Context: an optimization exercise on an open-source flow, tuned for small area. The choices shown serve that exercise and are no tape-out recipe. Function was checked by simulation only, so behaviour that the tests miss may differ from the original. Power and IR drop assume default switching activity.

[flow/design.v]
package regfile_pkg;
    localparam int DEF_DATA_W = 32;
    localparam int DEF_DEPTH  = 32;
    function automatic integer addr_w(input integer depth);
        addr_w = $clog2(depth);
    endfunction
endpackage
module regfile_clear_seq
#(
    parameter  int DEPTH = regfile_pkg::DEF_DEPTH,
    localparam int AW    = regfile_pkg::addr_w(DEPTH)
) (
    input  logic          rst,
    input  logic          clr_req,
    input  logic [AW-1:0] cnt_q,
    output logic [AW-1:0] cnt_d,
    output logic          ready,
    output logic          stay_run
);
    assign ready    = (cnt_q == '0);
    assign stay_run = ready & ~rst & ~clr_req;
    always_comb begin
        if (rst)        cnt_d = AW'(1);
        else if (ready) cnt_d = AW'(clr_req);
        else            cnt_d = cnt_q + AW'(1);
    end
endmodule
module regfile_wbit (
    input  logic s1,
    input  logic w1,
    input  logic s0_n,
    input  logic w0_n,
    input  logic hold_n,
    input  logic q_n,
    output logic d_n
);
    logic keep;   
    assign keep = ~((s0_n | w0_n) & (hold_n | q_n));
    assign d_n  = ~((s1 & w1) | keep);
endmodule
module regfile_rterm3 (
    input  logic a0, b0,
    input  logic a1, b1,
    input  logic a2, b2,
    output logic y_n
);
    assign y_n = ~((a0 & b0) | (a1 & b1) | (a2 & b2));
endmodule
module regfile_rterm1 (
    input  logic a, b,
    output logic y_n
);
    assign y_n = ~(a & b);
endmodule
module regfile_nand4 (
    input  logic [3:0] a,
    output logic       y
);
    assign y = ~&a;
endmodule
module regfile_nor3 (
    input  logic [2:0] a,
    output logic       y
);
    assign y = ~|a;
endmodule
module regfile_mp
#(
    parameter  int DATA_W  = regfile_pkg::DEF_DATA_W,
    parameter  int DEPTH   = regfile_pkg::DEF_DEPTH,
    parameter  int NUM_RD  = 2,
    parameter  int DBG_IDX = 8,
    localparam int AW      = regfile_pkg::addr_w(DEPTH)
) (
    input  logic                     clk,
    input  logic                     rst,
    input  logic                     clr_req,
    input  logic                     we0,
    input  logic [AW-1:0]            wa0,
    input  logic [DATA_W-1:0]        wd0,
    input  logic                     we1,
    input  logic [AW-1:0]            wa1,
    input  logic [DATA_W-1:0]        wd1,
    input  logic [NUM_RD*AW-1:0]     ra,
    output logic [NUM_RD*DATA_W-1:0] rd,
    output logic                     ready,
    output logic [DATA_W-1:0]        dbg_data
);
    logic              stay_run;
    logic [DATA_W-1:0] wd0_n;
    logic [DATA_W-1:0] regs_n [1:DEPTH-1];
    logic [AW-1:0]     cnt_q, cnt_d;
    regfile_clear_seq #(.DEPTH(DEPTH)) u_clr (
        .rst      (rst),
        .clr_req  (clr_req),
        .cnt_q    (cnt_q),
        .cnt_d    (cnt_d),
        .ready    (ready),
        .stay_run (stay_run)
    );
    always_ff @(posedge clk) begin
        cnt_q <= cnt_d;
    end
    assign wd0_n = ~wd0;
    for (genvar r = 1; r < DEPTH; r++) begin : g_wr
        logic dec0, dec1, s1, s0_n, hold_n;
        logic [DATA_W-1:0] d_n;
        assign dec1   = we1 && (wa1 == AW'(r));
        assign dec0   = we0 && (wa0 == AW'(r)) && !dec1;
        assign s1     = stay_run & dec1;
        assign s0_n   = ~(stay_run & dec0);
        assign hold_n = ~(stay_run & ~dec1 & ~dec0);
        for (genvar b = 0; b < DATA_W; b++) begin : g_bit
            regfile_wbit u_wbit (
                .s1(s1), .w1(wd1[b]), .s0_n(s0_n), .w0_n(wd0_n[b]),
                .hold_n(hold_n), .q_n(regs_n[r][b]), .d_n(d_n[b])
            );
        end
        always_ff @(posedge clk) begin
            regs_n[r] <= d_n;
        end
    end
    assign dbg_data = ~regs_n[DBG_IDX];
    for (genvar i = 0; i < NUM_RD; i++) begin : g_rd
        logic [AW-1:0]    addr;
        logic [DEPTH-1:1] sel;
        logic             sel0_n;
        assign addr   = ra[i*AW +: AW];
        assign sel0_n = (addr != '0);
        for (genvar r = 1; r < DEPTH; r++) begin : g_sel
            assign sel[r] = (addr == AW'(r));
        end
        for (genvar b = 0; b < DATA_W; b++) begin : g_bit
            logic [11:0] y_n;
            logic [2:0]  p;
            for (genvar g = 0; g < 10; g++) begin : g_grp
                regfile_rterm3 u_t (
                    .a0(sel[3*g+1]), .b0(regs_n[3*g+1][b]),
                    .a1(sel[3*g+2]), .b1(regs_n[3*g+2][b]),
                    .a2(sel[3*g+3]), .b2(regs_n[3*g+3][b]),
                    .y_n(y_n[g])
                );
            end
            regfile_rterm1 u_t31 (.a(sel[31]), .b(regs_n[31][b]), .y_n(y_n[10]));
            assign y_n[11] = sel0_n;
            for (genvar k = 0; k < 3; k++) begin : g_red
                regfile_nand4 u_n (.a(y_n[4*k +: 4]), .y(p[k]));
            end
            regfile_nor3 u_o (.a(p), .y(rd[i*DATA_W + b]));
        end
    end
endmodule
[flow/run.sh]
#!/bin/bash
# synth_recipe.tcl (not shown) runs the flow's synth.tcl, then flattens the netlist and writes it again
# the make line also repeats each setting of config.mk as NAME=value (left out here)
make -C /OpenROAD-flow-scripts/flow DESIGN_CONFIG=/design/flow/config.mk WORK_HOME=/design/flow/orfs CLKGATE_MAP_FILE= SYNTH_SCRIPT=/design/flow/synth_recipe.tcl finish
[flow/config.mk]
export PLATFORM = sky130hd
export DESIGN_NAME = regfile_mp
export DESIGN_NICKNAME = regfile_mp
export VERILOG_FILES = /design/flow/design.v
export SDC_FILE = /design/flow/constraint.sdc
export NUM_CORES = 4
export LEC_CHECK = 0
export CAP_MARGIN = 20
export CELL_PAD_IN_SITES_GLOBAL_PLACEMENT = 1
export CORE_MARGIN = 2
export CORE_UTILIZATION = 35
export CTS_BUF_LIST = sky130_fd_sc_hd__clkbuf_8 sky130_fd_sc_hd__clkbuf_16
export PLACE_DENSITY = 0.45
export SLEW_MARGIN = 20
export SYNTH_HIERARCHICAL = 1
export SYNTH_MINIMUM_KEEP_SIZE = 0
[flow/constraint.sdc]
create_clock -name core_clock -period 8.0 [get_ports {clk}]
set_input_delay 1.6000 -clock core_clock [delete_from_list [all_inputs] [get_ports {clk}]]
set_output_delay 1.6000 -clock core_clock [all_outputs]
set_load 0.01 [all_outputs]
==> flow_summary.json, run 1 <==
{
  "postSynthCellCount": 4358,
  "tns_ns": 0,
  "synth_seq_area_share_pct": 47.86,
  "status": "finished clean",
  "cts.repair.resized": 0,
  "p_seq_share_pct": 40.5,
  "portBuffers": 185,
  "ys_ff_latch": 997,
  "p_comb_share_pct": 14.3,
  "grt_max_degree": 33,
  "crit_slowest_cell": "nand2_1",
  "r2r_cells": 8,
  "clock-sinks": 997,
  "drive_gt1_share_pct": 13.34,
  "async_reset_ff_share_pct": 0,
  "vias": 51700,
  "final_nets": 4947,
  "wl_um": 282200,
  "post-dp-hpwl_um": 156500,
  "p_leak_nw": 16.71,
  "crit_buf_inv": 3,
  "drt-initial-drc-count": 10510,
  "cts_tree": "built",
  "synth_warnings": 10,
  "path_common_cell": "clkdlybuf4s50_1",
  "grt_overflow": 0,
  "synth_area_um2": 41710,
  "p_switching_mw": 3.670,
  "rsz0062_at_grt": "no",
  "slew_headroom_pct": 11.70,
  "dieWidth_um": 349.2,
  "drc_errors": 0,
  "dpl_cell_area_um2": 48170,
  "pwr-share-clk_pct": 45.2,
  "postLayoutCellArea_um2": 52240,
  "worst_pin_slew_ns": 1.321,
  "final-hold-violation-count": 0,
  "fill_cells": 11510,
  "pin_count": 186,
  "crit_cells": 8,
  "syn_to_final_growth_pct": 25.24,
  "clk_latency_ns": 0.73,
  "max_cap_viol_count": 0,
  "routed_via_density": 7.970,
  "cp_cell_sequence": "clkdlybuf4s50_1 -> nand2_1 -> nor2_4 -> buf_4 -> a222oi_1 -> nand4_1 -> nor3_2 -> clkdlybuf4s50_1",
  "ir_drop_uv": 201.7,
  "whs_path_depth": 2,
  "p_per_area_nw_per_um2": 236.8,
  "antenna_found_initial": 5,
  "avgSynthCellArea_um2": 9.570,
  "die_height_um": 349.2,
  "ant_nets": 0,
  "wl_per_cell_um": 43.50,
  "numCtsBuffers": 112,
  "synth_edf_count": 0,
  "setup_violations": 0,
  "p_int_mw": 8.698,
  "gp_congestion": 0.9259,
  "fin_skew_ns": 0.01719,
  "slowest_delay_ns": 0.66,
  "core_um2": 118100,
  "cp.required_ns": 6.40,
  "grt_pass1_vias": 48590,
  "cp_top_family": "simple AND/OR/NAND/NOR gates",
  "min_period_ns": 6.998,
  "postCtsSetupBuffers": 0,
  "clk_pin_slew_worst_paths_ns": 0.06,
  "endpoint_kind": "output port",
  "clockBufferDepth": 3,
  "post-route-period-util_pct": 87.47,
  "hp-class": "reg -> reg",
  "switching_share_pct": 29.67,
  "die-area_um2": 121900,
  "start_kind": "input pin",
  "critPathKind": "in -> out",
  "cts_root_buffer": "clkbuf_16",
  "cp_max_fo": 20,
  "postCtsHoldBufs": 0,
  "syn_nets": 4449,
  "start_util_pct": 35.32,
  "max_freq_ghz": 0.1429,
  "grt_first_pass_wirelength_um": 384300,
  "synth_ff_type": "dfxtp_1",
  "drv_slew": 0,
  "htree_levels": 3,
  "grt_usage_pct": 44.21,
  "critical_path_arrival_ns": 5.40,
  "firstDrtPassIters": 22,
  "rows": 126,
  "synth_cell_types": 41
}
## synth_stat cells, types with 2 or more instances
cell	instances	area, um2
a21oi_1	992	4965
a222oi_1	640	6406
and2_1	7	43.79
and3_1	2	12.51
and4b_1	4	40.04
and4bb_2	7	87.58
buf_2	14	70.07
buf_4	6	45.04
clkbuf_1	10	37.54
clkbuf_2	2	10.01
dfxtp_1	997	19960
ha_1	2	25.02
inv_1	66	247.7
mux2_2	2	22.52
nand2_1	121	454.2
nand2b_1	6	37.54
nand3_1	81	405.4
nand3b_1	6	45.04
nand4_1	201	1257
nor2_1	99	371.6
nor2b_1	10	62.56
nor3_1	3	15.01
nor3_2	65	650.6
nor4b_2	2	30.03
nor4b_4	2	47.55
o22ai_1	992	6206
or2_1	2	12.51
or2_2	2	12.51
or3_4	2	22.52
or3b_1	2	17.52
## cell usage in the layout, fill, tap and decap left out, types with 4 or more instances in the layout
master,count
nor2_4,90
nand3_4,7
a222oi_1,640
nand3_1,19
clkbuf_16,114
bufinv_16,12
nand3_2,55
and4bb_2,7
nand3b_1,6
buf_16,9
nand4_1,201
clkdlybuf4s50_1,185
and2_1,6
and4b_1,4
o22ai_1,992
clkinv_2,20
nor3_2,66
nand2_1,121
dfxtp_1,997
buf_4,221
a21oi_1,992
inv_1,86
nor2_1,9
nor2b_1,10
clkbuf_8,31
or2_2,4
nand2b_1,6
clkinvlp_4,4
## tightest hold or removal path: cells and delay by family (launching register included)
family             cells  cell delay, ns
AOI/OAI and AO/OA      2            0.19
DFF                    1            0.34
## metal layers
metal	share of wire [%]	track usage, %	vias to the layer above	wire [um]
met5	0.017	0.4402	-	48
met4	8.0	30.66	2	22490
met1	37	55.18	25500	105100
met3	13	14.06	1176	37130
met2	42	64.46	4534	117400
li1	-	-	20490	-
## final timing paths
kind,startpoint,to,slack (ns)
hold reg to reg,regs_n[23][3],regs_n[23][3],0.57
setup reg to reg,cnt_q[0],regs_n[15][23],3.72
hold / removal,regs_n[23][3],regs_n[23][3],0.57
setup / recovery,ra[0],rd[0],1.00
## modules after synthesis, one instance, submodules excluded, a selection
| module | flops+latches | cell area [um2] | cells | copies in the design |
|---|---|---|---|---|
| regfile_mp | 997 | 21890 | 1394 | 1 |
| regfile_wbit | 0 | 11.26 | 2 | 992 |
| regfile_nor3 | 0 | 10.01 | 1 | 64 |
| regfile_rterm3 | 0 | 10.01 | 1 | 640 |
| regfile_nand4 | 0 | 6.256 | 1 | 192 |
| regfile_rterm1 | 0 | 3.754 | 1 | 64 |
## logic make-up after synthesis
logic type	count (synthesis)	synth area share [%]
AOI/OAI and AO/OA	2624	42.14
xor gates and xnor gates	1	0.02100
adders and majority gates	2	0.05999
buffers and inverters	99	0.9930
DFF	997	47.86
muxes	3	0.07800
and+or+nand+nor	632	8.850
## power groups by stage
stage	clock, mW	combinational, mW	sequential, mW
after floorplan	0	0.628	5.11
after global placement	0	1.64	5.12
after detailed placement	0	1.65	5.12
after CTS	5.60	1.65	5.01
after global routing	5.79	1.74	5.01
final	5.59	1.77	5.01
## metrics by stage
step | worst slack (ns) | hold slack [ns] | util, % | instances | total power, mW
finish | 1.002 | 0.5684 | 44.24 | 6487 | 12.37
global route | 0.9629 | 0.5865 | 44.23 | 6485 | 12.53
CTS | 1.208 | 0.5677 | 44.12 | 6480 | 12.26
detailed placement | 1.221 | 0.5538 | 40.79 | 6273 | 6.767
global placement | 1.195 | 0.5441 | 40.66 | 6267 | 6.759
floorplan | 2.874 | 0.5298 | - | 4358 | 5.741
## layout make-up
class                      count  area, um2  share of cell area (%)
antenna                        2      5.005                0.009581
clock buffer                 145       3279                   6.278
multi-input combinational   3262      22390                   42.86
timing repair buffer         417       3789                   7.253
sequential                   997      19960                   38.21
inverter                      66      247.7                  0.4743
tap                         1536       1922                   3.679
clock inverter                62      643.1                   1.231
## flip-flops by register name (all words and copies together) (netlist names)
signal and flops:
cnt_q 5, regs_n 992
==> run 2: changes to the inputs <==
==> flow/flow/run.sh (new file) <==
#!/bin/bash
# Own layout flow: the standard ORFS flow, with smaller port buffers
# and a clock tree built without dummy loads. Each make step's full output
# goes to its own log file in this folder.
set -euo pipefail

export BUFFER_PORTS_ARGS="-buffer_cell sky130_fd_sc_hd__buf_1"
export CTS_ARGS="-sink_clustering_enable -repair_clock_nets -dont_use_dummy_load -buf_list {sky130_fd_sc_hd__clkbuf_8 sky130_fd_sc_hd__clkbuf_16}"

for step in synth floorplan place cts route finish; do
    bash standard.sh "$step" > "flow_${step}.log" 2>&1
done
==> flow/standard.sh (new file) <==
#!/bin/bash
# synth_recipe.tcl (not shown) runs the flow's synth.tcl, then flattens the netlist and writes it again
# the make line also repeats each setting of config.mk as NAME=value (left out here)
make -C /OpenROAD-flow-scripts/flow DESIGN_CONFIG=/design/flow/config.mk WORK_HOME=/design/flow/orfs CLKGATE_MAP_FILE= SYNTH_SCRIPT=/design/flow/synth_recipe.tcl "${@:-finish}"
removed: flow/run.sh
==> run 2 against run 1 <==
  * Power shrank 8.8%
  * Critical path type unchanged
  * Synthesized area did not move
  * First-iteration DRC count down 9.3%
  * Largest cell class unchanged
  * Register-to-register slack worse by 0.26 ns
  * Clock skew up 0.040 ns
  * Critical path depth unchanged
  * Fmax increased by 6.7%
  * Sequential power barely moved
  * Still clean
  * Cell area fell by 4.6%
  * Worst setup slack improved by 0.44 ns
  * Non-clock buffer count is 41 lower
==> flow_summary.json, run 2 <==
{
  "critPathLaunch": "ra[6]",
  "postSynthCellCount": 4358,
  "antenna_found_initial": 8,
  "dieWidth_um": 349.2,
  "grt_usage_pct": 43.98,
  "core_um2": 118100,
  "drt-initial-drc-count": 9531,
  "ys_top_cells_by_count": "dfxtp_1, a21oi_1, o22ai_1",
  "rows": 126,
  "final_cell_mix": "dfxtp_1, o22ai_1, a21oi_1",
  "critical_path_arrival_ns": 4.96,
  "reg_top3": "regs_n x992, cnt_q x5",
  "fin_skew_ns": 0.05706,
  "ant_nets": 0,
  "grt_first_pass_wirelength_um": 381300,
  "synth_warnings": 10,
  "start_util_pct": 35.32,
  "hp-class": "reg -> reg",
  "htree_levels": 3,
  "holdWs_ns": 0.5704,
  "drv_slew": 0,
  "grt_max_degree": 33,
  "setup_violations": 0,
  "firstDrtPassIters": 13,
  "max_freq_ghz": 0.1525,
  "postLayoutCellArea_um2": 49820,
  "drive_gt1_share_pct": 11.90,
  "slew_headroom_pct": 17.90,
  "avgSynthCellArea_um2": 9.570,
  "clk_latency_ns": 0.74,
  "syn_to_final_growth_pct": 19.46,
  "ys_ff_latch": 997,
  "max_cap_viol_count": 0,
  "post-route-period-util_pct": 81.99,
  "largest_reg_flops": 992,
  "r2r_cells": 9,
  "start_kind": "input pin",
  "synth_edf_count": 0,
  "postCtsSetupBuffers": 0,
  "drc_errors": 0,
  "p_per_area_nw_per_um2": 226.3,
  "grt_pass1_vias": 47560,
  "r2r_end": "regs_n[15][31]",
  "clock-sinks": 997,
  "reg2reg_slack_ns": 3.46,
  "rsz0062_at_grt": "no",
  "vias": 50800,
  "grt_overflow": 0,
  "cts_tree": "built",
  "r2r_start": "cnt_q[0]",
  "cts.repair.resized": 0,
  "status": "finished clean",
  "p_leak_nw": 15.52,
  "wl_per_cell_um": 44.16,
  "fill_cells": 11840,
  "total_power_mw": 11.28,
  "multi_input_area_um2": 22410,
  "postCtsHoldBufs": 0,
  "wl_um": 280800,
  "ir_drop_uv": 195.4,
  "synth_cell_types": 41,
  "final_nets": 4910,
  "die-area_um2": 121900,
  "tns_ns": 0,
  "cts_root_buffer": "clkbuf_16",
  "netlist.area_leader.share_pct": 47.86,
  "clk_pin_slew_worst_paths_ns": 0.06,
  "gp_congestion": 0.8982,
  "yosysMostFrequentCell": "dfxtp_1",
  "routed_via_density": 7.988,
  "worst_pin_slew_ns": 1.229,
  "post-dp-hpwl_um": 155400,
  "crit_end": "rd[57]",
  "portBuffers": 185,
  "synth_seq_area_share_pct": 47.86,
  "numCtsBuffers": 116,
  "cp.required_ns": 6.40,
  "dpl_cell_area_um2": 46860,
  "synth_top_cell_by_area": "dfxtp_1",
  "die_height_um": 349.2,
  "cp_max_fo": 19,
  "critPathKind": "in -> out",
  "syn_nets": 4449,
  "async_reset_ff_share_pct": 0,
  "synth_area_leaders": "dfxtp_1, a222oi_1, o22ai_1",
  "top_register": "regs_n",
  "clockBufferDepth": 3,
  "min_period_ns": 6.559,
  "synth_ff_type": "dfxtp_1",
  "pin_count": 186,
  "final-hold-violation-count": 0,
  "synth_area_um2": 41710,
  "seq_area_um2": 19960,
  "endpoint_kind": "output port",
  "final_common_cell": "dfxtp_1"
}
[run 2: cell counts after synthesis]
No cell type changed its count.
[run 2: worst min-delay path by stage]
stage	startpoint	end	slack, ns	cells after the start
2_1_floorplan	regs_n[10][0]	regs_n[10][0]	0.53	2
3_3_place_gp	regs_n[17][5]	regs_n[17][5]	0.54	2
3_5_place_dp	regs_n[4][24]	regs_n[4][24]	0.56	2
4_1_cts	regs_n[26][20]	regs_n[26][20]	0.57	2
5_1_grt	regs_n[20][4]	regs_n[20][4]	0.59	2
6_report	regs_n[29][4]	regs_n[29][4]	0.57	2
[run 2: metrics by stage]
| step | worst slack [ns] | utilization [%] | std cells |
|---|---|---|---|
| finish | 1.441 | 42.19 | 6359 |
| global route | 1.416 | 42.19 | 6355 |
| CTS | 1.695 | 42.15 | 6351 |
| detailed placement | 1.700 | 39.69 | 6235 |
| global placement | 1.726 | 39.48 | 6226 |
| floorplan | 2.874 | - | 4358 |
[run 2: critical path: stages]
cell and delay, ns:
buf_1 0.12, nand2b_1 0.75, nor2_4 0.32, buf_4 0.36
a222oi_1 0.40, nand4_1 0.73, nor3_2 0.45, buf_1 0.20
[run 2: cells by family (layout without fill, tap and decap cells)]
logic type	Yosys count	after routing	synth area share, %
compound gates	2624	2624	42.14
flops	997	997	47.86
simple gates	632	632	8.850
buf+inv	99	558	0.9930
mux	3	3	0.07800
fa+ha+maj	2	2	0.05999
xor+xnor	1	1	0.02100
other cells	0	6	0
[run 2: routing by layer]
metal  global-route usage, %  vias up  part of all wire (%)
li1                        -    20310                     -
met1                   55.34    25120                    38
met2                   64.01     4226                    41
met3                   13.81     1134                    13
met4                   29.93        6                   7.9
met5                       0        -                 0.014
[run 2: Yosys stat by module, one instance, submodules excluded, a selection]
module | flops+latches | times used | cell area, um2 | cells inside
regfile_wbit | 0 | 992 | 11.26 | 2
regfile_nor3 | 0 | 64 | 10.01 | 1
regfile_nand4 | 0 | 192 | 6.256 | 1
regfile_rterm3 | 0 | 640 | 10.01 | 1
regfile_rterm1 | 0 | 64 | 3.754 | 1
regfile_mp | 997 | 1 | 21890 | 1394
[run 2: power by group]
part / internal, mW / switching [mW] / total [mW]
clock: 2.51 / 2.12 / 4.63
combinational: 0.339 / 1.29 / 1.63
sequential: 4.99 / 0.0215 / 5.01
total: 7.84 / 3.44 / 11.3
[run 2: layout make-up]
| class | count | share of cell area, % |
|---|---|---|
| multi-input combinational | 3262 | 44.98 |
| sequential | 997 | 40.06 |
| clock buffer | 116 | 5.826 |
| timing repair buffer | 376 | 4.744 |
| tap | 1536 | 3.857 |
| inverter | 66 | 0.4972 |
| antenna | 6 | 0.03014 |
==> run 3: changes to the inputs <==
--- a/flow/design.v
+++ b/flow/design.v
@@ -53,4 +53,10 @@
     assign y_n = ~(a & b);
 endmodule
+module regfile_inv (
+    input  logic a,
+    output logic y
+);
+    assign y = ~a;
+endmodule
 module regfile_nand4 (
     input  logic [3:0] a,
@@ -102,5 +108,7 @@
         cnt_q <= cnt_d;
     end
-    assign wd0_n = ~wd0;
+    for (genvar b = 0; b < DATA_W; b++) begin : g_wd0
+        regfile_inv u_inv (.a(wd0[b]), .y(wd0_n[b]));
+    end
     for (genvar r = 1; r < DEPTH; r++) begin : g_wr
         logic dec0, dec1, s1, s0_n, hold_n;
@@ -108,7 +116,7 @@
         assign dec1   = we1 && (wa1 == AW'(r));
         assign dec0   = we0 && (wa0 == AW'(r)) && !dec1;
-        assign s1     = stay_run & dec1;
-        assign s0_n   = ~(stay_run & dec0);
-        assign hold_n = ~(stay_run & ~dec1 & ~dec0);
+        regfile_inv u_s1   (.a(~(stay_run & dec1)),          .y(s1));
+        regfile_inv u_s0   (.a(stay_run & dec0),             .y(s0_n));
+        regfile_inv u_hold (.a(stay_run & ~dec1 & ~dec0),    .y(hold_n));
         for (genvar b = 0; b < DATA_W; b++) begin : g_bit
             regfile_wbit u_wbit (
@@ -127,7 +135,7 @@
         logic             sel0_n;
         assign addr   = ra[i*AW +: AW];
-        assign sel0_n = (addr != '0);
+        regfile_inv u_sel0 (.a(addr == '0), .y(sel0_n));
         for (genvar r = 1; r < DEPTH; r++) begin : g_sel
-            assign sel[r] = (addr == AW'(r));
+            regfile_inv u_sel (.a(addr != AW'(r)), .y(sel[r]));
         end
         for (genvar b = 0; b < DATA_W; b++) begin : g_bit
==> flow/flow/run.sh (replaced) <==
#!/bin/bash
# Own layout flow: the standard ORFS flow (standard synthesis
# unchanged), with three changes to how the layout is made:
#  - after floorplanning, combinational cells are swapped to the smallest
#    drive strength of their family (flow/downsize.tcl); the usual repair
#    steps then size up only what timing, slew or capacitance need;
#  - port buffers use the smallest buffer cell;
#  - the clock tree is built without dummy loads.
# Each make step's full output goes to its own log file in this folder.
set -euo pipefail

here=$(pwd)
export POST_FLOORPLAN_TCL="$here/flow/downsize.tcl"
export BUFFER_PORTS_ARGS="-buffer_cell sky130_fd_sc_hd__buf_1"
export CTS_ARGS="-sink_clustering_enable -repair_clock_nets -dont_use_dummy_load -sink_clustering_size 22 -sink_clustering_max_diameter 80 -buf_list {sky130_fd_sc_hd__clkbuf_16}"

for step in synth floorplan place cts route finish; do
    bash standard.sh "$step" > "flow_${step}.log" 2>&1
done
==> flow/flow/downsize.tcl (new file) <==
# Swap every combinational cell to the smallest-area cell of its family
# (same function, lower drive strength); later repair steps size up what
# timing, slew or capacitance need. Flip-flops, clock cells, tap cells and
# tie cells are left alone.
set db [ord::get_db]
set block [ord::get_db_block]
array set master_area {}
array set master_obj {}
foreach lib [$db getLibs] {
    foreach m [$lib getMasters] {
        set master_area([$m getName]) [expr {[$m getWidth] * [$m getHeight]}]
        set master_obj([$m getName]) $m
    }
}
set swapped 0
set saved 0
foreach inst [$block getInsts] {
    set mname [[$inst getMaster] getName]
    if {![regexp {^(sky130_fd_sc_hd__([a-z0-9]+))_([0-9]+)$} $mname -> fam base sz]} {
        continue
    }
    if {[regexp {^(df|ed|sd|se|dl|tap|clk|conb|fill|decap|diode|probe|lpflow)} $base]} {
        continue
    }
    set best $mname
    set best_area $master_area($mname)
    foreach s {0 1 2} {
        set cand ${fam}_$s
        if {[info exists master_area($cand)] && $master_area($cand) < $best_area} {
            set best $cand
            set best_area $master_area($cand)
        }
    }
    if {$best ne $mname} {
        set saved [expr {$saved + $master_area($mname) - $best_area}]
        $inst swapMaster $master_obj($best)
        incr swapped
    }
}
puts "downsize: swapped $swapped cells, saved [expr {$saved / 1e6}] um2"
==> run 3 against run 2 <==
  * Critical endpoint is now rd[4]
  * Clock-buffer cell count shrank 55
  * Core utilization shrank 2.6 points
  * Worst setup slack lost 0.60 ns
  * Synthesized cell count grew 2.3%
  * Critical path type unchanged
==> flow_summary.json, run 3 <==
{
  "status": "finished clean",
  "numCtsBuffers": 61,
  "tns_ns": 0,
  "routed_via_density": 7.914,
  "syn_to_final_growth_pct": 11.89,
  "setup_violations": 0,
  "dp.cells": 6412,
  "die_height_um": 352.5,
  "p_leak_nw": 15.40,
  "dieWidth_um": 352.5,
  "ant_nets": 0,
  "max_freq_ghz": 0.1397,
  "postCtsSetupBuffers": 0,
  "synth_seq_area_share_pct": 46.95,
  "htree_levels": 2,
  "cts.repair.resized": 0,
  "drv_slew": 0,
  "fin_skew_ns": 0.08752,
  "syn_nets": 4550,
  "postLayoutCellArea_um2": 47570,
  "top_register": "regs_n",
  "drt-initial-drc-count": 10530,
  "gp_congestion": 0.9121,
  "met1Wirelength_um": 107500,
  "clk_pin_slew_worst_paths_ns": 0.07,
  "cts_root_buffer": "clkbuf_16",
  "wl_per_cell_um": 43.37,
  "async_reset_ff_share_pct": 0,
  "critPathKind": "in -> out",
  "firstDrtPassIters": 12,
  "fin_cells": 6476,
  "grt_pass1_vias": 47550,
  "rows": 127,
  "grt_usage_pct": 42.60,
  "slew_headroom_pct": 11.94,
  "pin_count": 186,
  "synthSimpleGateAreaFrac_pct": 7.413,
  "die-area_um2": 124300,
  "synth_top_cell_by_area": "dfxtp_1",
  "synth_top_family_by_area": "compound AO/OA/AOI/OAI gates",
  "largest_reg_flops": 992,
  "synthAdderAreaFrac_pct": 0.05886,
  "dr.max_layer_used": "met5",
  "final_nets": 4954,
  "post-dp-hpwl_um": 154800,
  "synth_area_leaders": "dfxtp_1, a222oi_1, o22ai_1",
  "routed-wl-met3_um": 37920,
  "ir_drop_uv": 207.4,
  "reg_top3": "regs_n x992, cnt_q x5",
  "synth.area.mux_share_pct": 0.07652,
  "synth_cell_types": 45,
  "min_period_ns": 7.156,
  "wl_um": 280900,
  "portBuffers": 185,
  "total_power_mw": 9.787,
  "grt_first_pass_wirelength_um": 381100,
  "start_kind": "input pin",
  "grt_max_degree": 33,
  "drive_gt1_share_pct": 7.344,
  "reg2reg_slack_ns": 3.82,
  "max_cap_viol_count": 0,
  "cp_max_fo": 17,
  "ys_top_cells_by_count": "dfxtp_1, a21oi_1, o22ai_1",
  "hp-class": "reg -> reg",
  "p_per_area_nw_per_um2": 205.7,
  "clockBufferDepth": 3,
  "core_um2": 120300,
  "start_util_pct": 35.34,
  "vias": 51250,
  "final-hold-violation-count": 0,
  "synth_compound_area_share_pct": 42.96,
  "grt_overflow": 0,
  "avgSynthCellArea_um2": 9.535,
  "postCtsHoldBufs": 0,
  "synth_edf_count": 0,
  "wl_met2_um": 115100,
  "post-route-period-util_pct": 89.45,
  "dpl_cell_area_um2": 46020,
  "rsz0062_at_grt": "no",
  "final_cell_mix": "dfxtp_1, o22ai_1, a21oi_1",
  "yosysMostFrequentCell": "dfxtp_1",
  "drc_errors": 0,
  "antenna_found_initial": 10,
  "clock-sinks": 997,
  "endpoint_kind": "output port",
  "cp.required_ns": 6.40,
  "ys_ff_latch": 997,
  "final_common_cell": "dfxtp_1",
  "netlist.area_leader.share_pct": 46.95,
  "cts_tree": "built",
  "critical_path_arrival_ns": 5.56,
  "synth_ff_type": "dfxtp_1",
  "worst_pin_slew_ns": 1.319,
  "synth-xor-area-share_pct": 0.02060,
  "synth_warnings": 10,
  "clk_latency_ns": 0.75,
  "synth_area_um2": 42510,
  "postSynthCellCount": 4459
}
-- run 3: report_power, final --
| group | internal, mW | switching (mW) | leakage, nW | total (mW) |
|---|---|---|---|---|
| registers | 4.98 | 0.0199 | 8.07 | 5.00 |
| logic | 0.312 | 1.27 | 6.58 | 1.58 |
| clock network | 1.34 | 1.86 | 0.752 | 3.20 |
| total | 6.64 | 3.15 | 15.4 | 9.79 |
-- run 3: final timing paths --
check | start | depth (start not counted) | endpoint
worst min-delay path | cnt_q[4] | 2 | cnt_q[4]
worst max-delay path | ra[2] | 9 | rd[4]
worst max register to register | cnt_q[0] | 9 | regs_n[23][5]
worst min register to register | cnt_q[4] | 2 | cnt_q[4]
-- run 3: cells by family (layout without fill, tap and decap cells) --
family          count (synthesis)  in the layout
compound gates               2686           2686
xor+xnor                        1              1
fa+ha+maj                       2              2
buf+inv                       269            671
flops                         997            997
mux                             3              3
other cells                     0              3
simple gates                  501            501
-- run 3: per-module statistics from Yosys, one instance, submodules excluded, a selection --
module | times used | flops+latches | cells inside
regfile_nor3 | 64 | 0 | 1
regfile_inv | 189 | 0 | 1
regfile_nand4 | 192 | 0 | 1
regfile_rterm1 | 64 | 0 | 1
regfile_rterm3 | 640 | 0 | 1
regfile_mp | 1 | 997 | 1306
regfile_wbit | 992 | 0 | 2
-- run 3: worst max-delay path, cell delays in order --
cell and delay [ns]:
buf_1 0.41, and3b_1 0.28, nand2_1 0.08, clkinv_1 0.95, buf_4 0.66, a222oi_1 0.38
nand4_1 0.13, nor3_1 0.79, buf_1 0.23
-- run 3: metrics by stage --
stage / hold WS, ns / utilization, % / worst slack, ns
global route: 0.5909 / 39.54 / 0.9462
global placement: 0.5421 / 38.24 / 1.303
floorplan: 0.5298 / - / 3.383
finish: 0.5675 / 39.54 / 0.8441
detailed placement: 0.5515 / 38.26 / 1.334
CTS: 0.5690 / 39.53 / 1.343
-- run 3: cell type report --
class                           instances  area (um2)
Fill cell                           12340       72720
Multi-Input combinational cell       3193       20970
Sequential cell                       997       19960
Timing Repair Buffer                  386        2245
Tap cell                             1612        2017
Clock buffer                           61        1526
Inverter                              224       842.1
Antenna cell                            3       7.507
-- run 3: per-layer routing --
layer,track usage [%],vias to the layer above
met5,0,-
met4,26.38,18
met3,13.84,985
met2,61.16,4311
met1,55.03,25520
li1,-,20420
==> run 4: changes to the inputs <==
==> flow/config.mk (replaced) <==
export PLATFORM = sky130hd
export DESIGN_NAME = regfile_mp
export DESIGN_NICKNAME = regfile_mp
export VERILOG_FILES = /design/flow/design.v
export SDC_FILE = /design/flow/constraint.sdc
export NUM_CORES = 4
export LEC_CHECK = 0
export CAP_MARGIN = 5
export CELL_PAD_IN_SITES_GLOBAL_PLACEMENT = 1
export CORE_MARGIN = 2
export CORE_UTILIZATION = 35
export PLACE_DENSITY = 0.45
export SLEW_MARGIN = 5
export SYNTH_HIERARCHICAL = 1
export SYNTH_MINIMUM_KEEP_SIZE = 0
==> run 4 against run 3 <==
  * Sequential share of layout area about the same
  * Combinational power hardly changed
  * First-iteration DRC count grew 0.70%
  * Core utilization is essentially flat
  * Still clean
  * Critical endpoint unchanged
  * Cell area fell by 0.11%
  * Synthesized area is the same
  * Routed wire length about the same
  * Critical path depth stayed put
==> flow_summary.json, run 4 <==
{
  "wl_um": 280800,
  "post-dp-hpwl_um": 154500,
  "start_kind": "input pin",
  "grt_max_degree": 33,
  "critPathKind": "in -> out",
  "clk_latency_ns": 0.73,
  "cp.required_ns": 6.40,
  "largest_reg_flops": 992,
  "seq_area_um2": 19960,
  "max_freq_ghz": 0.1384,
  "synth_seq_area_share_pct": 46.95,
  "final_common_cell": "dfxtp_1",
  "cts_tree": "built",
  "antenna_found_initial": 8,
  "cts.repair.resized": 0,
  "grt_pass1_vias": 47460,
  "status": "finished clean",
  "hp-start": "cnt_q[4]",
  "cp_max_fo": 17,
  "pin_count": 186,
  "top_register": "regs_n",
  "reg2reg_slack_ns": 4.23,
  "synth_area_um2": 42510,
  "syn_to_final_growth_pct": 11.76,
  "drv_slew": 0,
  "hp-class": "reg -> reg",
  "fin_skew_ns": 0.05455,
  "slew_headroom_pct": 12.90,
  "p_per_area_nw_per_um2": 205.1,
  "core_um2": 120300,
  "drt-initial-drc-count": 10600,
  "drc_errors": 0,
  "setup_violations": 0,
  "critPathLaunch": "ra[2]",
  "endpoint_kind": "output port",
  "dieWidth_um": 352.5,
  "ys_top_cells_by_count": "dfxtp_1, a21oi_1, o22ai_1",
  "final_nets": 4952,
  "p_leak_nw": 15.39,
  "cts_root_buffer": "clkbuf_16",
  "grt_usage_pct": 42.56,
  "reg_top3": "regs_n x992, cnt_q x5",
  "synth_area_leaders": "dfxtp_1, a222oi_1, o22ai_1",
  "final_cell_mix": "dfxtp_1, o22ai_1, a21oi_1",
  "grt_first_pass_wirelength_um": 380900,
  "die-area_um2": 124300,
  "wl_per_cell_um": 43.36,
  "synth_cell_types": 45,
  "yosysMostFrequentCell": "dfxtp_1",
  "r2r_start": "cnt_q[0]",
  "die_height_um": 352.5,
  "start_util_pct": 35.34,
  "synth_warnings": 10,
  "tns_ns": 0,
  "dp.cells": 6411,
  "fill_cells": 12360,
  "rows": 127,
  "postCtsSetupBuffers": 0,
  "post-route-period-util_pct": 90.29,
  "ant_nets": 0,
  "clk_pin_slew_worst_paths_ns": 0.08,
  "dp_slack_ns": 1.295,
  "portBuffers": 185,
  "ys_ff_latch": 997,
  "grt_overflow": 0,
  "synth_ff_type": "dfxtp_1",
  "setup_ws_ns": 0.7767,
  "fin_cells": 6476,
  "routed_via_density": 7.926,
  "max_cap_viol_count": 0,
  "postLayoutCellArea_um2": 47510,
  "htree_levels": 2,
  "final_util_pct": 39.50,
  "min_period_ns": 7.223,
  "clock-sinks": 997,
  "worst_pin_slew_ns": 1.306,
  "netlist.area_leader.share_pct": 46.95,
  "drive_gt1_share_pct": 7.265,
  "gp_congestion": 0.9121,
  "syn_nets": 4550,
  "synth_top_cell_by_area": "dfxtp_1",
  "postSynthCellCount": 4459,
  "final-hold-violation-count": 0,
  "vias": 51330,
  "numCtsBuffers": 60,
  "synth_edf_count": 0,
  "critical_path_arrival_ns": 5.62,
  "dpl_cell_area_um2": 45990,
  "postCtsHoldBufs": 0,
  "multi_input_area_um2": 20960,
  "async_reset_ff_share_pct": 0,
  "avgSynthCellArea_um2": 9.535,
  "firstDrtPassIters": 14,
  "rsz0062_at_grt": "no",
  "ir_drop_uv": 182.4,
  "clockBufferDepth": 3
}
run 4: cell types whose count changed in the layout (fill, tap and decap cells not counted):
cell       delta
clkbuf_16     -1
diode_2       +2
nor4bb_1      +2
clkinv_2      -1
buf_12        -1
nor4bb_2      -2
inv_2         +1
clkinv_1      -1
inv_1         +1
run 4: kinds of logic (layout without fill, tap and decap cells):
group,after synthesis,count (layout),share of synthesized area (%)
AO/OA/AOI/OAI,2686,2686,42.96
XOR/XNOR,1,1,0.02060
adder cells (fa/ha/maj),2,2,0.05885
flip-flops,997,997,46.95
buffers and inverters,269,669,2.525
multiplexers,3,3,0.07652
other,0,5,0
AND/OR/NAND/NOR,501,501,7.413
run 4: modules after synthesis, one instance, submodules excluded, excerpt:
module,cells,times used
regfile_inv,1,189
regfile_mp,1306,1
regfile_nand4,1,192
regfile_nor3,1,64
regfile_rterm1,1,64
regfile_rterm3,1,640
regfile_wbit,2,992
run 4: layout make-up:
cell class,instances,share of cell area (%)
timing repair buffer,385,4.682
sequential,997,42.01
inverter,224,1.770
tap,1612,4.245
antenna,5,0.02633
clock buffer,60,3.160
multi-input combinational,3193,44.11
run 4: path summary, 6_finish.rpt:
kind	end	cells past startpoint
max	rd[4]	9
max reg2reg	regs_n[22][5]	10
min	cnt_q[4]	2
min reg2reg	cnt_q[4]	2
run 4: report_power, final:
part	switching, mW	internal (mW)	total, mW
combinational	1.27	0.312	1.58
clock	1.84	1.32	3.16
sequential	0.0202	4.98	5.00
total	3.13	6.62	9.75
run 4: layer usage:
| metal | GRT usage, % | wire, um | up-vias |
|---|---|---|---|
| met1 | 55.21 | 107900 | 25630 |
| met5 | 0 | 63 | - |
| met3 | 13.85 | 38220 | 876 |
| met4 | 25.83 | 18930 | 10 |
| li1 | - | - | 20420 |
| met2 | 61.04 | 115700 | 4387 |
run 4: critical path: stages:
cell and delay, ns:
buf_1 0.44, and3b_1 0.29, nand2_1 0.09, clkinv_1 0.91, buf_4 0.65, a222oi_1 0.37, nand4_1 0.14, nor3_1 0.82
buf_1 0.24
run 4: metrics by stage:
| step | hold slack (ns) | power, mW |
|---|---|---|
| CTS | 0.5743 | 9.673 |
| global placement | 0.5421 | 6.596 |
| detailed placement | 0.5538 | 6.593 |
| floorplan | 0.5298 | 5.763 |
| global route | 0.5884 | 9.924 |
| finish | 0.5691 | 9.746 |
==> run 5: changes to the inputs <==
==> flow/flow/run.sh (replaced) <==
#!/bin/bash
# Own layout flow: the standard ORFS flow (standard synthesis
# unchanged), with these changes to how the layout is made:
#  - after floorplanning, combinational cells are swapped to the smallest
#    drive strength of their family and the inverters that drive
#    high-fanout lines are set to inv_2 (flow/downsize.tcl,
#    flow/drivers.tcl); the usual repair steps then size up only what
#    timing, slew or capacitance need;
#  - before repair_design on the final global placement, the buffers that
#    timing-driven global placement inserted are removed again and the
#    line drivers reset to inv_2 (flow/rebuffer.tcl);
#  - port buffers use the smallest buffer cell;
#  - the clock tree is built without dummy loads.
# Each make step's full output goes to its own log file in this folder.
set -euo pipefail

here=$(pwd)
export POST_FLOORPLAN_TCL="$here/flow/downsize.tcl"
export PRE_RESIZE_TCL="$here/flow/rebuffer.tcl"
export BUFFER_PORTS_ARGS="-buffer_cell sky130_fd_sc_hd__buf_1"
export CTS_ARGS="-sink_clustering_enable -repair_clock_nets -dont_use_dummy_load -sink_clustering_size 22 -sink_clustering_max_diameter 80 -buf_list {sky130_fd_sc_hd__clkbuf_16}"

for step in synth floorplan place cts route finish; do
    bash standard.sh "$step" > "flow_${step}.log" 2>&1
done
--- a/flow/flow/downsize.tcl
+++ b/flow/flow/downsize.tcl
@@ -39,2 +39,5 @@
 }
 puts "downsize: swapped $swapped cells, saved [expr {$saved / 1e6}] um2"
+
+source [file join [file dirname [info script]] drivers.tcl]
+my_size_line_drivers
==> flow/flow/drivers.tcl (new file) <==
# Inverters that drive a high-fanout row, select or data line are set to
# inv_2 (the same area as inv_1, twice the drive), so that these lines
# meet the slew limit without an added buffer.
proc my_size_line_drivers {} {
    set inv2 [[ord::get_db] findMaster sky130_fd_sc_hd__inv_2]
    set n 0
    foreach inst [[ord::get_db_block] getInsts] {
        set m [[$inst getMaster] getName]
        if {![regexp {^sky130_fd_sc_hd__(clk)?inv_[0-9]+$} $m]} {
            continue
        }
        set fanout 0
        foreach it [$inst getITerms] {
            if {[$it isOutputSignal] && [$it getNet] ne "NULL"} {
                foreach lt [[$it getNet] getITerms] {
                    if {[$lt isInputSignal]} { incr fanout }
                }
            }
        }
        if {$fanout >= 16 && $m ne "sky130_fd_sc_hd__inv_2"} {
            $inst swapMaster $inv2
            incr n
        }
    }
    puts "line drivers: set $n inverters to inv_2"
}
==> flow/flow/rebuffer.tcl (new file) <==
# Before repair_design on the final global placement: remove the buffers
# that timing-driven global placement inserted on its early, spread-out
# placements (port buffers are kept), set the line-driving inverters to
# inv_2 again, and let repair_design buffer only what still needs it.
set bufs {}
foreach inst [[ord::get_db_block] getInsts] {
    if {![regexp {^sky130_fd_sc_hd__buf_[0-9]+$} [[$inst getMaster] getName]]} {
        continue
    }
    set on_port 0
    foreach it [$inst getITerms] {
        set net [$it getNet]
        if {$net ne "NULL" && [llength [$net getBTerms]] > 0} {
            set on_port 1
        }
    }
    if {!$on_port} {
        lappend bufs [$inst getName]
    }
}
puts "rebuffer: removing [llength $bufs] placement buffers"
if {[llength $bufs] > 0} {
    remove_buffers {*}$bufs
}

source [file join [file dirname [info script]] drivers.tcl]
my_size_line_drivers
--- a/flow/config.mk
+++ b/flow/config.mk
@@ -6,10 +6,10 @@
 export NUM_CORES = 4
 export LEC_CHECK = 0
-export CAP_MARGIN = 5
+export CAP_MARGIN = 10
 export CELL_PAD_IN_SITES_GLOBAL_PLACEMENT = 1
 export CORE_MARGIN = 2
 export CORE_UTILIZATION = 35
 export PLACE_DENSITY = 0.45
-export SLEW_MARGIN = 5
+export SLEW_MARGIN = 10
 export SYNTH_HIERARCHICAL = 1
 export SYNTH_MINIMUM_KEEP_SIZE = 0
==> run 5 against run 4 <==
  * Still clean on timing, DRC and antenna
  * Synthesized cell count unchanged
  * Register-to-register slack got worse by 0.92 ns
  * Cell area down 2.8%
  * Global-route usage fell by 1.7 points
  * Fmax is 16% higher
  * Clock power rose by 6%
  * Via count shrank 2.3%
  * Cell count decreased by 3.0%
  * First-iteration DRC count is 2.7% higher
  * Critical path type unchanged
  * Highest routed layer unchanged
==> flow_summary.json, run 5 <==
{
  "wl_um": 269700,
  "cp_max_fo": 32,
  "max_freq_ghz": 0.1606,
  "use_met1_pct": 53.71,
  "ir_drop_uv": 163.8,
  "holdWs_ns": 0.5663,
  "final_nets": 4759,
  "synth_warnings": 10,
  "drc_errors": 0,
  "core_um2": 120300,
  "setup_ws_ns": 1.774,
  "endpoint_kind": "output port",
  "p_leak_nw": 14.51,
  "htree_levels": 3,
  "p_per_area_nw_per_um2": 213.3,
  "cp.required_ns": 6.40,
  "netlist.area_leader.share_pct": 46.95,
  "rsz0062_at_grt": "no",
  "avgSynthCellArea_um2": 9.535,
  "ys_top_cells_by_count": "dfxtp_1, a21oi_1, o22ai_1",
  "grt_pass1_vias": 45690,
  "drv_slew": 0,
  "cp_cell_sequence": "buf_1 -> and3b_1 -> nand2_1 -> inv_2 -> a222oi_1 -> nand4_1 -> nor3_1 -> buf_1",
  "top_usage_layer": "met2",
  "setup_violations": 0,
  "synth_area_leaders": "dfxtp_1, a222oi_1, o22ai_1",
  "whs_path_depth": 2,
  "pin_count": 186,
  "die-area_um2": 124300,
  "clk_latency_ns": 0.66,
  "die_height_um": 352.5,
  "start_kind": "input pin",
  "clockBufferDepth": 3,
  "gp_congestion": 0.9280,
  "dp_slack_ns": 1.996,
  "postSynthCellCount": 4459,
  "grt_max_degree": 33,
  "hp-class": "reg -> reg",
  "rows": 127,
  "grt_first_pass_wirelength_um": 365200,
  "ant_nets": 0,
  "start_util_pct": 35.34,
  "slowest_delay_ns": 1.00,
  "top_register": "regs_n",
  "post-dp-hpwl_um": 144000,
  "vias": 50150,
  "max_cap_viol_count": 0,
  "gr-usage-met3_pct": 12.85,
  "syn_to_final_growth_pct": 8.632,
  "synth_seq_area_share_pct": 46.95,
  "crit_slowest_cell": "nor3_1",
  "clock-sinks": 997,
  "final_util_pct": 38.39,
  "async_reset_ff_share_pct": 0,
  "cts.repair.resized": 0,
  "fin_skew_ns": 0.06561,
  "syn_nets": 4550,
  "path_common_cell": "buf_1",
  "numCtsBuffers": 66,
  "ys_ff_latch": 997,
  "tns_ns": 0,
  "final_cell_mix": "dfxtp_1, o22ai_1, a21oi_1",
  "synth_area_um2": 42510,
  "cts_root_buffer": "clkbuf_16",
  "r2r_cells": 9,
  "grt_usage_pct": 40.83,
  "cp_top_family": "simple AND/OR/NAND/NOR gates",
  "cts_tree": "built",
  "min_period_ns": 6.226,
  "crit_cells": 8,
  "worst_pin_slew_ns": 1.425,
  "final-hold-violation-count": 0,
  "drive_gt1_share_pct": 6.365,
  "yosysMostFrequentCell": "dfxtp_1",
  "post-route-period-util_pct": 77.83,
  "antenna_found_initial": 15,
  "synth_ff_type": "dfxtp_1",
  "reg_top3": "regs_n x992, cnt_q x5",
  "status": "finished clean",
  "grt_overflow": 0,
  "largest_reg_flops": 992,
  "firstDrtPassIters": 15,
  "synth_edf_count": 0,
  "postCtsHoldBufs": 0,
  "slew_headroom_pct": 4.835,
  "dieWidth_um": 352.5,
  "synth_cell_types": 45,
  "reg2reg_slack_ns": 3.31,
  "wl_per_cell_um": 42.95,
  "drt-initial-drc-count": 10890,
  "postCtsSetupBuffers": 0,
  "met2_usage_pct": 59.00,
  "portBuffers": 185,
  "clk_pin_slew_worst_paths_ns": 0.08,
  "critPathKind": "in -> out",
  "final_common_cell": "dfxtp_1",
  "crit_buf_inv": 3,
  "critical_path_arrival_ns": 4.63,
  "synth_top_cell_by_area": "dfxtp_1",
  "routed_via_density": 7.985
}
## run 5: cell type report
type                       instances  area [um2]
tap                             1612        2017
inverter                         224       840.8
timing repair buffer             186       749.5
antenna                            2       5.005
sequential                       997       19960
multi-input combinational       3193       20960
clock buffer                      66        1652
fill                           12340       74100
## run 5: path summary, 6_finish.rpt
| kind | start | end |
|---|---|---|
| max | ra[4] | rd[11] |
| min | cnt_q[4] | cnt_q[4] |
| max reg2reg | cnt_q[0] | regs_n[28][27] |
| min reg2reg | cnt_q[4] | cnt_q[4] |
## run 5: worst register-to-register path: stages (launching register included)
cell and delay (ns):
dfxtp_1 0.34, inv_1 0.06, ha_1 0.13, nor4b_1 0.68, and2_1 0.75, nand3_1 0.26, a2111oi_0 1.01, inv_2 0.83
o22ai_1 0.38, a21oi_1 0.07
## run 5: per-module statistics from Yosys, one instance, submodules excluded, excerpt
module | area [um2] | times used | cells | flip-flops and latches
regfile_rterm1 | 3.754 | 64 | 1 | 0
regfile_mp | 21990 | 1 | 1306 | 997
regfile_nor3 | 10.01 | 64 | 1 | 0
regfile_inv | 3.754 | 189 | 1 | 0
regfile_nand4 | 6.256 | 192 | 1 | 0
regfile_wbit | 11.26 | 992 | 2 | 0
regfile_rterm3 | 10.01 | 640 | 1 | 0
## run 5: logic make-up after synthesis
group           share of synthesized area, %
compound gates                         42.96
flops                                  46.95
simple gates                           7.413
buf+inv                                2.525
mux                                  0.07652
fa+ha+maj                            0.05885
xor+xnor                             0.02060
## run 5: report_power, final
group | internal [mW] | leakage (nW) | switching (mW)
logic | 0.266 | 5.62 | 1.23
clock network | 1.47 | 0.813 | 1.87
registers | 4.98 | 8.07 | 0.0206
## run 5: per-stage QoR
| stage | power (mW) | instances | area, um2 |
|---|---|---|---|
| 3_3_place_gp | 6.536 | 6251 | 44790 |
| 2_1_floorplan | 5.763 | 4459 | 42510 |
| 5_1_grt | 10.01 | 6279 | 46180 |
| 3_5_place_dp | 6.520 | 6212 | 44530 |
| 4_1_cts | 9.777 | 6278 | 46180 |
| 6_report | 9.849 | 6280 | 46180 |
## run 5: metal layers
metal / share of wire (%) / wire length, um / vias up
li1: - / - / 20020
met3: 13 / 35860 / 886
met1: 39 / 105100 / 25000
met5: 0.068 / 184 / -
met4: 6.6 / 17810 / 20
met2: 41 / 110800 / 4225
==> run 6: changes to the inputs <==
--- a/flow/flow/run.sh
+++ b/flow/flow/run.sh
@@ -19,5 +19,5 @@
 export PRE_RESIZE_TCL="$here/flow/rebuffer.tcl"
 export BUFFER_PORTS_ARGS="-buffer_cell sky130_fd_sc_hd__buf_1"
-export CTS_ARGS="-sink_clustering_enable -repair_clock_nets -dont_use_dummy_load -sink_clustering_size 22 -sink_clustering_max_diameter 80 -buf_list {sky130_fd_sc_hd__clkbuf_16}"
+export CTS_ARGS="-sink_clustering_enable -repair_clock_nets -dont_use_dummy_load -sink_clustering_size 26 -sink_clustering_max_diameter 90 -buf_list {sky130_fd_sc_hd__clkbuf_16}"
 
 for step in synth floorplan place cts route finish; do
==> run 6 against run 5 <==
  * Core utilization down 0.31 points
  * Critical endpoint is now rd[28]
  * Clock-buffer cell count down 15
  * Sequential share of layout area up 0.35 points
  * Synthesized cell count unchanged
  * Worst hold slack better by 0.0030 ns
  * Cell count down 0.21%
  * Worst setup slack better by 0.018 ns
  * Still clean on timing, DRC and antenna
  * Global-route usage down 0.14 points
  * Combinational power about the same
==> flow_summary.json, run 6 <==
{
  "portBuffers": 185,
  "final_common_cell": "dfxtp_1",
  "postCtsSetupBuffers": 0,
  "clk_latency_ns": 0.68,
  "critical_path_arrival_ns": 4.61,
  "pwr-share-clk_pct": 31.1,
  "dieWidth_um": 352.5,
  "htree_levels": 2,
  "cp.required_ns": 6.40,
  "synth_warnings": 10,
  "die_height_um": 352.5,
  "p_switching_mw": 3.041,
  "synth_edf_count": 0,
  "rsz0062_at_grt": "no",
  "post-route-period-util_pct": 77.60,
  "die-area_um2": 124300,
  "wl_um": 269200,
  "ys_top_cells_by_count": "dfxtp_1, a21oi_1, o22ai_1",
  "critPathKind": "in -> out",
  "r2r_cells": 9,
  "min_period_ns": 6.208,
  "r2r_start": "cnt_q[0]",
  "p_comb_share_pct": 15.9,
  "p_per_area_nw_per_um2": 205.8,
  "routed_via_density": 7.947,
  "largest_reg_flops": 992,
  "synth_top_cell_by_area": "dfxtp_1",
  "cts.repair.resized": 0,
  "top_register": "regs_n",
  "drc_errors": 0,
  "whs_path_depth": 2,
  "final_cell_mix": "dfxtp_1, o22ai_1, a21oi_1",
  "firstDrtPassIters": 14,
  "vias": 49800,
  "reg2reg_slack_ns": 3.44,
  "hp-class": "reg -> reg",
  "clk_pin_slew_worst_paths_ns": 0.04,
  "drt-initial-drc-count": 10680,
  "synth_seq_area_share_pct": 46.95,
  "p_leak_nw": 14.32,
  "status": "finished clean",
  "antenna_found_initial": 13,
  "ir_drop_uv": 173.0,
  "ant_nets": 0,
  "avgSynthCellArea_um2": 9.535,
  "start_kind": "input pin",
  "final-hold-violation-count": 0,
  "ys_ff_latch": 997,
  "max_cap_viol_count": 0,
  "total_power_mw": 9.429,
  "cts_tree": "built",
  "syn_nets": 4550,
  "netlist.area_leader.share_pct": 46.95,
  "grt_first_pass_wirelength_um": 364300,
  "postSynthCellCount": 4459,
  "syn_to_final_growth_pct": 7.761,
  "drv_slew": 0,
  "r2r_end": "regs_n[26][15]",
  "drive_gt1_share_pct": 6.063,
  "switching_share_pct": 32.25,
  "async_reset_ff_share_pct": 0,
  "final_nets": 4744,
  "start_util_pct": 35.34,
  "grt_pass1_vias": 45670,
  "hp-start": "regs_n[5][25]",
  "post-dp-hpwl_um": 144000,
  "wl_per_cell_um": 42.95,
  "p_int_mw": 6.388,
  "clock-sinks": 997,
  "grt_max_degree": 33,
  "dp.cells": 6212,
  "pin_count": 186,
  "synth_area_um2": 42510,
  "rows": 127,
  "clockBufferDepth": 3,
  "core_um2": 120300,
  "p_seq_share_pct": 53.1,
  "yosysMostFrequentCell": "dfxtp_1",
  "setup_violations": 0,
  "endpoint_kind": "output port",
  "synth_cell_types": 45,
  "reg_top3": "regs_n x992, cnt_q x5",
  "grt_overflow": 0,
  "slew_headroom_pct": 6.573,
  "worst_pin_slew_ns": 1.399,
  "final_util_pct": 38.09,
  "synth_ff_type": "dfxtp_1",
  "fin_cells": 6267,
  "worst_hold_path.endpoint": "regs_n[5][25]",
  "grt_usage_pct": 40.69,
  "postCtsHoldBufs": 0,
  "fin_skew_ns": 0.04387,
  "cts_root_buffer": "clkbuf_16",
  "synth_area_leaders": "dfxtp_1, a222oi_1, o22ai_1",
  "gp_congestion": 0.9280,
  "max_freq_ghz": 0.1611,
  "numCtsBuffers": 51,
  "tns_ns": 0,
  "cp_max_fo": 32
}
[run 6: cell counts after synthesis]
Identical to the previous run, type by type.
[run 6: worst max path at each step]
stage | slack [ns] | endpoint | start | cells after the start
floorplan | 3.38 | rd[32] | ra[8] | 7
global placement | 2.04 | rd[43] | ra[9] | 8
detailed placement | 2.00 | rd[11] | ra[4] | 8
CTS | 2.00 | rd[11] | ra[4] | 8
global route | 1.76 | rd[11] | ra[4] | 8
finish | 1.79 | rd[28] | ra[4] | 8
[run 6: layout make-up]
| cell class | count | area, um2 |
|---|---|---|
| inverters | 224 | 840.8 |
| well taps | 1612 | 2017 |
| diodes | 4 | 10.01 |
| repair buffers | 186 | 749.5 |
| clock buffers | 51 | 1276 |
| fillers | 12350 | 74480 |
| flip-flops and latches | 997 | 19960 |
| multi-input cells | 3193 | 20960 |
[run 6: through the flow]
stage | hold WS (ns) | instance area [um2] | setup slack [ns]
after floorplan | 0.5298 | 42510 | 3.383
after global placement | 0.5408 | 44790 | 2.044
after detailed placement | 0.5501 | 44530 | 1.996
after CTS | 0.5693 | 45800 | 2.001
after global routing | 0.5910 | 45810 | 1.755
final | 0.5693 | 45810 | 1.792
[run 6: cells by family (layout without fill, tap and decap cells)]
family | after synthesis | in the layout | synth area share [%]
buf+inv | 269 | 461 | 2.525
flops | 997 | 997 | 46.95
xor+xnor | 1 | 1 | 0.02060
other cells | 0 | 4 | 0
compound gates | 2686 | 2686 | 42.96
fa+ha+maj | 2 | 2 | 0.05885
mux | 3 | 3 | 0.07652
simple gates | 501 | 501 | 7.413
[run 6: Yosys stat by module, one instance, submodules excluded, excerpt]
module | cells | area, um2 | times used
regfile_nand4 | 1 | 6.256 | 192
regfile_nor3 | 1 | 10.01 | 64
regfile_wbit | 2 | 11.26 | 992
regfile_rterm3 | 1 | 10.01 | 640
regfile_rterm1 | 1 | 3.754 | 64
regfile_inv | 1 | 3.754 | 189
regfile_mp | 1306 | 21990 | 1
[run 6: critical path, stage by stage]
cell,delay [ns]
buf_1,0.22
and3b_1,0.27
nand2_1,0.10
inv_2,0.36
a222oi_1,0.49
nand4_1,0.52
nor3_1,0.80
buf_1,0.22
[run 6: layer usage]
layer  part of all wire (%)  global-route usage [%]  wire, um  vias up
met2                     41                   58.53    110500     4209
met5                  0.033                  0.2308        89        -
met3                     13                   12.74     36080      867
met4                    6.7                   23.44     18070       14
li1                       -                       -         -    20000
met1                     39                   53.41    104500    24720
[run 6: power by group through the flow]
stage                     logic [mW]  registers (mW)  clock network (mW)
after floorplan                0.650            5.11                   0
after global placement          1.42            5.12                   0
after detailed placement        1.40            5.12                   0
after CTS                       1.41            5.00                2.96
after global routing            1.48            5.01                3.11
final                           1.49            5.00                2.93
==> run 7: changes to the inputs <==
--- a/flow/design.v
+++ b/flow/design.v
@@ -111,11 +111,21 @@
         regfile_inv u_inv (.a(wd0[b]), .y(wd0_n[b]));
     end
+    logic [3:0] wlo0, wlo1;
+    logic [7:0] whi0, whi1;
+    for (genvar j = 0; j < 4; j++) begin : g_wlo
+        assign wlo0[j] = (wa0[1:0] == 2'(j));
+        assign wlo1[j] = (wa1[1:0] == 2'(j));
+    end
+    for (genvar k = 0; k < 8; k++) begin : g_whi
+        assign whi0[k] = stay_run & we0 & (wa0[4:2] == 3'(k));
+        assign whi1[k] = stay_run & we1 & (wa1[4:2] == 3'(k));
+    end
     for (genvar r = 1; r < DEPTH; r++) begin : g_wr
         logic dec0, dec1, s1, s0_n, hold_n;
         logic [DATA_W-1:0] d_n;
-        assign dec1   = we1 && (wa1 == AW'(r));
-        assign dec0   = we0 && (wa0 == AW'(r)) && !dec1;
-        regfile_inv u_s1   (.a(~(stay_run & dec1)),          .y(s1));
-        regfile_inv u_s0   (.a(stay_run & dec0),             .y(s0_n));
+        assign dec1   = whi1[r/4] & wlo1[r%4];
+        assign dec0   = whi0[r/4] & wlo0[r%4];
+        regfile_inv u_s1   (.a(~dec1),                       .y(s1));
+        regfile_inv u_s0   (.a(dec0 & ~dec1),                .y(s0_n));
         regfile_inv u_hold (.a(stay_run & ~dec1 & ~dec0),    .y(hold_n));
         for (genvar b = 0; b < DATA_W; b++) begin : g_bit
@@ -135,7 +145,15 @@
         logic             sel0_n;
         assign addr   = ra[i*AW +: AW];
-        regfile_inv u_sel0 (.a(addr == '0), .y(sel0_n));
+        logic [3:0] lo;
+        logic [7:0] hi;
+        for (genvar j = 0; j < 4; j++) begin : g_lo
+            assign lo[j] = (addr[1:0] == 2'(j));
+        end
+        for (genvar k = 0; k < 8; k++) begin : g_hi
+            assign hi[k] = (addr[4:2] == 3'(k));
+        end
+        regfile_inv u_sel0 (.a(hi[0] & lo[0]), .y(sel0_n));
         for (genvar r = 1; r < DEPTH; r++) begin : g_sel
-            regfile_inv u_sel (.a(addr != AW'(r)), .y(sel[r]));
+            regfile_inv u_sel (.a(~(hi[r/4] & lo[r%4])), .y(sel[r]));
         end
         for (genvar b = 0; b < DATA_W; b++) begin : g_bit
--- a/flow/flow/run.sh
+++ b/flow/flow/run.sh
@@ -19,5 +19,5 @@
 export PRE_RESIZE_TCL="$here/flow/rebuffer.tcl"
 export BUFFER_PORTS_ARGS="-buffer_cell sky130_fd_sc_hd__buf_1"
-export CTS_ARGS="-sink_clustering_enable -repair_clock_nets -dont_use_dummy_load -sink_clustering_size 26 -sink_clustering_max_diameter 90 -buf_list {sky130_fd_sc_hd__clkbuf_16}"
+export CTS_ARGS="-sink_clustering_enable -repair_clock_nets -dont_use_dummy_load -sink_clustering_size 24 -sink_clustering_max_diameter 100 -buf_list {sky130_fd_sc_hd__clkbuf_16}"
 
 for step in synth floorplan place cts route finish; do
==> run 7 against run 6 <==
  * Still clean on timing, DRC and antenna
  * Cell area fell by 0.49%
  * Sequential power barely moved
  * Die area fell by 1.0%
  * Worst hold slack got worse by 0.014 ns
  * Combinational power barely moved
  * Clock power barely moved
  * Global-route usage rose by 0.87 points
  * Largest power group unchanged
==> flow_summary.json, run 7 <==
{
  "netlist.area_leader.share_pct": 47.43,
  "final_common_cell": "a21oi_1",
  "final_cell_mix": "a21oi_1, dfxtp_1, o22ai_1",
  "r2r_start": "cnt_q[0]",
  "cts.repair.resized": 0,
  "postLayoutCellArea_um2": 45590,
  "largest_reg_flops": 992,
  "cts_tree": "built",
  "slew_headroom_pct": 9.153,
  "pin_count": 186,
  "start_kind": "input pin",
  "postSynthCellCount": 4447,
  "rows": 127,
  "numCtsBuffers": 51,
  "start_util_pct": 35.17,
  "max_freq_ghz": 0.1606,
  "grt_usage_pct": 41.56,
  "drv_slew": 0,
  "final_nets": 4748,
  "min_period_ns": 6.226,
  "p_leak_nw": 14.43,
  "dp_slack_ns": 2.087,
  "final-hold-violation-count": 0,
  "drc_errors": 0,
  "cp.required_ns": 6.40,
  "synth_cell_types": 38,
  "die-area_um2": 123000,
  "wl_per_cell_um": 42.82,
  "drive_gt1_share_pct": 5.951,
  "dpl_cell_area_um2": 44290,
  "critPathLaunch": "ra[1]",
  "critPathKind": "in -> out",
  "avgSynthCellArea_um2": 9.463,
  "post-route-period-util_pct": 77.82,
  "total_power_mw": 9.421,
  "async_reset_ff_share_pct": 0,
  "synth_area_leaders": "dfxtp_1, a222oi_1, o22ai_1",
  "synth_warnings": 10,
  "synth_ff_type": "dfxtp_1",
  "fill_cells": 12320,
  "final_util_pct": 38.10,
  "synth-xor-area-share_pct": 0.02081,
  "clk_latency_ns": 0.71,
  "setup_ws_ns": 1.774,
  "synth.area.mux_share_pct": 0.07730,
  "syn_nets": 4538,
  "synth_top_family_by_area": "compound AO/OA/AOI/OAI gates",
  "core_um2": 119700,
  "critical_path_arrival_ns": 4.63,
  "die_height_um": 350.8,
  "syn_to_final_growth_pct": 8.325,
  "max_cap_viol_count": 0,
  "holdWs_ns": 0.5548,
  "synth_edf_count": 0,
  "reg_top3": "regs_n x992, cnt_q x5",
  "clk_pin_slew_worst_paths_ns": 0.05,
  "fin_skew_ns": 0.04616,
  "p_per_area_nw_per_um2": 206.7,
  "setup_violations": 0,
  "routed_via_density": 7.907,
  "rsz0062_at_grt": "no",
  "grt_max_degree": 36,
  "cp_max_fo": 32,
  "postCtsSetupBuffers": 0,
  "synth_seq_area_share_pct": 47.43,
  "synthAdderAreaFrac_pct": 0.05946,
  "synth_compound_area_share_pct": 41.88,
  "htree_levels": 2,
  "endpoint_kind": "output port",
  "tns_ns": 0,
  "portBuffers": 185,
  "drt-initial-drc-count": 9835,
  "clockBufferDepth": 3,
  "grt_first_pass_wirelength_um": 364000,
  "cts_root_buffer": "clkbuf_16",
  "grt_pass1_vias": 45720,
  "post-dp-hpwl_um": 142500,
  "hp-class": "reg -> reg",
  "ys_top_cells_by_count": "a21oi_1, dfxtp_1, o22ai_1",
  "postCtsHoldBufs": 0,
  "vias": 49630,
  "antenna_found_initial": 13,
  "hp-start": "cnt_q[4]",
  "clock-sinks": 997,
  "dieWidth_um": 350.8,
  "status": "finished clean",
  "synth_area_um2": 42080,
  "dp.cells": 6216,
  "yosysMostFrequentCell": "a21oi_1",
  "fin_cells": 6276,
  "ir_drop_uv": 210.2,
  "wl_um": 268700,
  "gp_congestion": 0.9089,
  "synthSimpleGateAreaFrac_pct": 8.093,
  "synth_top_cell_by_area": "dfxtp_1",
  "firstDrtPassIters": 13,
  "grt_overflow": 0,
  "worst_pin_slew_ns": 1.363,
  "ys_ff_latch": 997,
  "top_register": "regs_n",
  "ant_nets": 0
}
==> run 7: cell types whose count changed after synthesis, sizes merged, moves of 7 or more <==
cell	change
a2111oi	-25
nand2	+7
and3	+34
and4b	-7
nor2b	+22
a221oi	-31
a21oi	+10
nand4	+19
buf	-13
==> run 7: where the power goes <==
group | total [mW] | internal, mW | switching, mW
Combinational | 1.49 | 0.262 | 1.23
Clock | 2.93 | 1.14 | 1.79
Sequential | 5.00 | 4.98 | 0.0204
==> run 7: logic make-up (layout without fill, tap and decap cells) <==
logic type,after synthesis,in the layout
AOI/OAI and AO/OA,2634,2634
xor gates and xnor gates,1,1
other,0,9
and+or+nand+nor,559,559
adders and majority gates,2,2
DFF,997,997
muxes,3,3
buffers and inverters,251,459
==> run 7: Yosys stat by module (local to each module, per instance), a selection <==
module	cells inside	area (um2)	flip-flops and latches	copies in the design
regfile_inv	1	3.754	0	189
regfile_mp	1294	21560	997	1
regfile_wbit	2	11.26	0	992
regfile_rterm3	1	10.01	0	640
regfile_rterm1	1	3.754	0	64
regfile_nor3	1	10.01	0	64
==> run 7: final timing paths <==
kind | end | slack, ns | depth (start not counted)
setup / recovery | rd[25] | 1.77 | 8
hold reg to reg | cnt_q[4] | 0.55 | 2
setup reg to reg | regs_n[15][15] | 3.01 | 10
hold / removal | cnt_q[4] | 0.55 | 2
==> run 7: critical path, stage by stage <==
cell and delay [ns]:
buf_1 0.11, nor2b_1 0.28, nand2_1 0.13, inv_2 0.36
a222oi_1 0.49, nand4_1 0.42, nor3_1 1.00, buf_1 0.22
==> run 7: metal layers <==
metal  up-vias  part of all wire [%]  track usage, %
met5         -                  0.12           1.688
li1      19880                     -               -
met2      3967                    42           60.05
met3       769                    13           13.47
met1     25000                    39           53.99
met4        19                   6.4           23.86
==> run 7: cell type report <==
| cell class | count | area [um2] | area share, % |
|---|---|---|---|
| tap | 1612 | 2017 | 4.424 |
| timing repair buffer | 185 | 734.5 | 1.611 |
| multi-input combinational | 3199 | 20740 | 45.50 |
| clock buffer | 51 | 1276 | 2.799 |
| inverter | 223 | 837.1 | 1.836 |
| antenna | 9 | 22.52 | 0.04940 |
| sequential | 997 | 19960 | 43.78 |

[re-timing with driven ports]
The results above use ideal ports. As a check the final layouts listed here were re-extracted and re-timed, cells and wires unchanged. Step 1: set_driving_cell puts a clkbuf_16 on clk and a buf_2 on each other input, an assumption about the parent block. Step 2 times the ports against the registers' clock, not the clock port: input delays grow and output delays shrink by t, the midpoint of the rising clock arrivals with the driver on. Slacks: no drivers / after step 1 / after step 2; pairs: no drivers / after step 1.
run | t, ns | setup WS [ns]
run 1 | 0.813 | 1.002 / 0.972 / 0.972
run 2 | 0.779 | 1.441 / 1.412 / 1.412
run 3 | 0.800 | 0.844 / 0.818 / 0.818
run 4 | 0.785 | 0.777 / 0.751 / 0.751
run 5 | 0.718 | 1.774 / 1.667 / 1.667
run 6 | 0.760 | 1.792 / 1.692 / 1.692
run 7 | 0.758 | 1.774 / 1.695 / 1.695
After both steps setup and hold are still met in every run listed.
